This is an optimization exercise on Yosys and OpenROAD, whose aim is small area, a short achievable clock period and few clock cycles, not a production implementation.
RTL that was checked went through simulation tests only; none was proved equivalent to the original.
Power and IR drop assume default switching activity.

JK:
// unsigned_division_magic_number_core
module unsigned_division_magic_number_core
(
  input  wire logic               clk_i,
  input  wire logic               rst_ni,
  input  wire logic               in_valid_i,
  output      logic               in_ready_o,
  input  wire logic [WORD_W-1:0]  in_divisor_i,
  output      logic               out_valid_o,
  input  wire logic               out_ready_i,
  output      logic [WORD_W-1:0]  out_magic_o,
  output      logic               out_add_needed_o,
  output      logic [SHIFT_W-1:0] out_shift_o,
  output      logic               out_is_power_of_two_o,
  output      logic               out_invalid_o
);
Settings: LEC_CHECK=0, ABC_AREA=1, CAP_MARGIN=20, CORE_MARGIN=2, CORE_UTILIZATION=40, PLACE_DENSITY=0.6, SETUP_SLACK_MARGIN=5.0, SLEW_MARGIN=20; clock period 8.0 ns.
run.sh (not shown) runs the stock make flow with config.mk's settings and CLKGATE_MAP_FILE= SYNTH_SCRIPT=/design/flow/synth_recipe.tcl, a recipe that flattens the netlist after the stock synthesis.
JK completed every stage of the flow, and the final layout passed the timing, design-rule and antenna checks.
Setup changes, JK to PW
# JK
export LEC_CHECK = 0
export ABC_AREA = 1
export CAP_MARGIN = 20
export CORE_MARGIN = 2
export CORE_UTILIZATION = 40
export PLACE_DENSITY = 0.6
export SETUP_SLACK_MARGIN = 5.0
export SLEW_MARGIN = 20
create_clock -name core_clock -period 8.0 [get_ports {clk_i}]
# PW
export LEC_CHECK = 0
export ABC_AREA = 1
export CAP_MARGIN = 20
export CORE_MARGIN = 2
export CORE_UTILIZATION = 40
export PLACE_DENSITY = 0.6
export SETUP_SLACK_MARGIN = 4.0
export SLEW_MARGIN = 20
create_clock -name core_clock -period 8.0 [get_ports {clk_i}]
## What came out
- PW against JK; via count of the first global-routing pass is down by more than 10%.
- PW vs. JK: power lost 17%, clock insertion delay at the later pin of the skew report lost 0.02 ns, total detailed-routing wirelength lost about 18%, wire length of the first global-routing pass lost about 14%.
No run of this note included a check of the RTL's function; only the layout flow was run.


The RTL this note starts from:
==> flow/design.v <==
`timescale 1ns / 1ps
`default_nettype none
package udm_pkg;
  localparam int unsigned WORD_W  = 32;
  localparam int unsigned SHIFT_W = 6;
endpackage
`default_nettype wire
`timescale 1ns / 1ps
`default_nettype none
import udm_pkg::*;
module unsigned_division_magic_number_core
(
  input  wire logic               clk_i,
  input  wire logic               rst_ni,
  input  wire logic               in_valid_i,
  output      logic               in_ready_o,
  input  wire logic [WORD_W-1:0]  in_divisor_i,
  output      logic               out_valid_o,
  input  wire logic               out_ready_i,
  output      logic [WORD_W-1:0]  out_magic_o,
  output      logic               out_add_needed_o,
  output      logic [SHIFT_W-1:0] out_shift_o,
  output      logic               out_is_power_of_two_o,
  output      logic               out_invalid_o
);
  logic st_idle_q, st_init_q, st_runa_q, st_runb_q, st_done_q, st_donef_q;
  logic [31:0] d_q;       
  logic [31:0] u_q;       
  logic [33:0] q2_q;      
  logic [5:0]  t_q;       
  logic [6:0]  k_q;       
  logic [31:0] nc_q;      
  logic [31:0] r1_q;      
  logic [30:0] q1_q;      
  logic        pow2_q;
  logic        inv_q;
  logic        start_in, start;
  logic [31:0] src;
  logic [31:0] sm;         
  logic [31:0] u_init;     
  logic [31:0] r_init;     
  logic [4:0]  msb;
  assign start_in = in_valid_i & (st_idle_q | (st_done_q & out_ready_i));
  assign start    = start_in | st_init_q;
  assign src      = st_init_q ? d_q : in_divisor_i;
  always_comb begin
    sm = src;
    for (int s = 1; s < 32; s = s * 2) begin
      for (int i = 0; i < 32; i++) begin
        if (i + s < 32) sm[i] = sm[i] | sm[i+s];
      end
    end
  end
  assign u_init = src & {1'b0, sm[31:1]};
  assign r_init = src & ~{1'b0, sm[31:1]};
  always_comb begin
    msb = '0;
    for (int i = 1; i < 32; i++) if (src[i]) msb = 5'(i);
  end
  logic [31:0] t_any, t_sev;
  logic        s_small, s_pow2, s_spec;
  always_comb begin
    t_any = d_q;
    t_sev = '0;
    for (int w = 16; w >= 1; w = w / 2) begin
      for (int i = 0; i < w; i++) begin
        t_sev[i] = t_sev[2*i] | t_sev[2*i+1] | (t_any[2*i] & t_any[2*i+1]);
        t_any[i] = t_any[2*i] | t_any[2*i+1];
      end
    end
  end
  assign s_small = (d_q[31:1] == '0);
  assign s_pow2  = ~t_sev[0];
  assign s_spec  = s_small | s_pow2;
  logic spec;
  assign spec = (d_q == 32'h8000_0001);
  logic [33:0] du;         
  logic        b;          
  logic [31:0] u_step;
  logic [33:0] d1;         
  logic        b1;
  logic [31:0] r1_step;
  logic        lt_hi, eq_hi, lt, eq, cont;
  logic        last_a;
  logic        running, shift_q2;
  assign du     = {1'b0, u_q, 1'b0} - {2'b00, d_q};
  assign b      = du[33];
  assign u_step = b ? {u_q[30:0], 1'b0} : du[31:0];
  assign d1      = {1'b0, r1_q, 1'b0} - {2'b00, nc_q};
  assign b1      = ~d1[33];
  assign r1_step = b1 ? d1[31:0] : {r1_q[30:0], 1'b0};
  assign lt_hi = (q1_q < u_q[31:1]);
  assign eq_hi = (q1_q == u_q[31:1]);
  assign lt    = lt_hi | (eq_hi & ~b1 & u_q[0]);
  assign eq    = eq_hi & (b1 == u_q[0]);
  assign cont  = (k_q < 7'd63) & (lt | (eq & spec));
  assign last_a = st_runa_q & (k_q == 7'd31);
  assign running  = st_runa_q | st_runb_q;
  assign shift_q2 = st_runa_q | st_runb_q;
  always_ff @(posedge clk_i or negedge rst_ni) begin
    if (!rst_ni) begin
      st_idle_q  <= 1'b1;
      st_init_q  <= 1'b0;
      st_runa_q  <= 1'b0;
      st_runb_q  <= 1'b0;
      st_done_q  <= 1'b0;
      st_donef_q <= 1'b0;
    end else begin
      st_idle_q  <= (st_idle_q & ~in_valid_i) | (st_done_q & out_ready_i & ~in_valid_i);
      st_init_q  <= st_donef_q & out_ready_i;
      st_runa_q  <= start | (st_runa_q & (k_q != 7'd31) & ~s_spec);
      st_runb_q  <= (last_a & ~s_spec) | (st_runb_q & cont);
      st_done_q  <= (st_runa_q & s_spec) | (st_runb_q & ~cont) | (st_done_q & ~out_ready_i & ~in_valid_i);
      st_donef_q <= (st_done_q & ~out_ready_i & in_valid_i) | (st_donef_q & ~out_ready_i);
    end
  end
  always_ff @(posedge clk_i) begin
    if (st_idle_q || st_done_q) d_q <= in_divisor_i;
    if (!running) u_q <= u_init;
    else          u_q <= u_step;
    if (start)         q2_q <= '0;
    else if (shift_q2) q2_q <= {q2_q[32:0], b};
    if (start)          t_q <= 6'd1;
    else if (st_runa_q && s_spec) t_q <= 6'd0;
    else if (shift_q2)  t_q <= q2_q[0] ? t_q + 6'd1 : 6'd1;
    if (start) begin
      k_q <= {2'b00, msb};
    end else if ((st_runa_q && k_q != 7'd31 && !s_spec) || st_runb_q) begin
      k_q <= k_q + 7'd1;
    end
    if (!running)    nc_q <= src;
    else if (last_a) nc_q <= ~r1_step;
    if (!running)    r1_q <= r_init;
    else if (last_a) r1_q <= {~spec, 31'd0};
    else             r1_q <= r1_step;
    if (last_a) q1_q <= {30'd0, spec};
    else        q1_q <= {q1_q[29:0], b1};
    if (st_runa_q) begin
      inv_q  <= s_small;
      pow2_q <= ~s_small & s_pow2;
    end
  end
  assign in_ready_o            = st_idle_q | st_done_q;
  assign out_valid_o           = st_done_q | st_donef_q;
  logic [31:0] flip;
  always_comb begin
    for (int i = 0; i < 32; i++) flip[i] = (t_q > 6'(i));
  end
  assign out_magic_o           = q2_q[32:1] ^ flip;
  assign out_add_needed_o      = q2_q[33] | (t_q > 6'd32);
  assign out_shift_o           = {k_q[6], k_q[4:0]};
  assign out_is_power_of_two_o = pow2_q;
  assign out_invalid_o         = inv_q;
endmodule
`default_nettype wire
==> flow/config.mk <==
export PLATFORM = sky130hd
export DESIGN_NAME = unsigned_division_magic_number_core
export DESIGN_NICKNAME = unsigned_division_magic_number_core
export VERILOG_FILES = /design/flow/design.v
export SDC_FILE = /design/flow/constraint.sdc
export NUM_CORES = 4
export LEC_CHECK = 0
export ABC_AREA = 1
export CAP_MARGIN = 20
export CORE_MARGIN = 2
export CORE_UTILIZATION = 40
export PLACE_DENSITY = 0.6
export SETUP_SLACK_MARGIN = 4.3
export SLEW_MARGIN = 20
==> flow/constraint.sdc <==
create_clock -name core_clock -period 8.0 [get_ports {clk_i}]
set_input_delay 1.6000 -clock core_clock [delete_from_list [all_inputs] [get_ports {clk_i}]]
set_output_delay 1.6000 -clock core_clock [all_outputs]
set_load 0.01 [all_outputs]
standard.sh (not shown) runs the stock make flow with config.mk's settings and CLKGATE_MAP_FILE= SYNTH_SCRIPT=/design/flow/synth_recipe.tcl, a recipe that flattens the netlist after the stock synthesis.
==> flow/flow/run.sh <==
#!/bin/bash
# Standard layout, with a plain buffer (buf_2) on every input and output port
# instead of the default port buffer cell, and a clock tree of clkbuf_8 leaves
# without dummy loads.
export BUFFER_PORTS_ARGS="-buffer_cell sky130_fd_sc_hd__buf_2"
export CTS_ARGS="-sink_clustering_enable -repair_clock_nets -dont_use_dummy_load -sink_clustering_size 16 -sink_clustering_max_diameter 50 -buf_list sky130_fd_sc_hd__clkbuf_8"
bash standard.sh > standard.log 2>&1
The baseline finished with timing, DRC and antenna clean.
Testbench counts at the start, summed over its fixed seeds: cycles 37,331.
Then changed:
==> flow/flow/run.sh (replaced) <==
#!/bin/bash
# Standard layout, with a plain buffer (buf_2) on every input and output port
# instead of the default port buffer cell, and a clock tree of clkbuf_8 leaves
# without dummy loads.
export BUFFER_PORTS_ARGS="-buffer_cell sky130_fd_sc_hd__buf_2"
export CTS_ARGS="-sink_clustering_enable -repair_clock_nets -dont_use_dummy_load -sink_clustering_size 20 -sink_clustering_max_diameter 60 -buf_list sky130_fd_sc_hd__clkbuf_8"
bash standard.sh > standard.log 2>&1
Result: The changed run passed the timing, design-rule and antenna checks. Cell count falls slightly. Fmax fell slightly. Design area goes down slightly. Register-to-register slack barely changes. Wire length fell slightly.
Then changed:
==> flow/flow/run.sh (replaced) <==
#!/bin/bash
# Standard layout, with a plain buffer (buf_2) on every input and output port
# instead of the default port buffer cell, and a clock tree of clkbuf_8 leaves
# without dummy loads.
export BUFFER_PORTS_ARGS="-buffer_cell sky130_fd_sc_hd__buf_2"
export CTS_ARGS="-sink_clustering_enable -repair_clock_nets -dont_use_dummy_load -sink_clustering_size 16 -sink_clustering_max_diameter 50 -buf_list sky130_fd_sc_hd__clkbuf_8"
bash standard.sh > standard.log 2>&1
- TNS_END_PERCENT: not set -> 10
Cell area is lower slightly.
Worst setup slack is worse by 0.095 ns.
Routed wire length barely changes.
Utilization falls by 0.39 points.
Count of clock-buffer cells in the layout grows by 4.
Maximum frequency goes down by a few percent.

[afterwards: timing with drivers on the ports]
How much do the figures lean on ideal ports? The routed layouts below were timed once more, with nothing changed but the port constraints.
Step 1, drivers: a clkbuf_16 drives clk_i and a buf_2 each remaining input, both assumed.
Step 2 also shifts input and output timing later by t, the mid clock arrival at the registers, as if the neighbouring blocks saw the same clock.
a / b / c = no drivers / after step 1 / after step 2; a / b = the first two.
| run | t (ns) | slack for setup (ns) | worst setup path at the end |
|---|---|---|---|
| JK | 0.580 | 4.376 / 4.403 / 3.823 | input to register |
| PW | 0.575 | 4.081 / 4.108 / 3.533 | input to register |
| the first run of note 2 | 0.586 | 4.402 / 4.357 / 3.933 | input to register |
| the second run of note 2 | 0.581 | 4.349 / 4.306 / 3.907 | input to register |
| the third run of note 2 | 0.588 | 4.254 / 4.209 / 3.774 | input to register |
After both steps every run listed still meets setup and hold. For JK, which loses most, drivers alone change the setup slack by +0.027 ns; drivers and shift together by -0.553 ns.
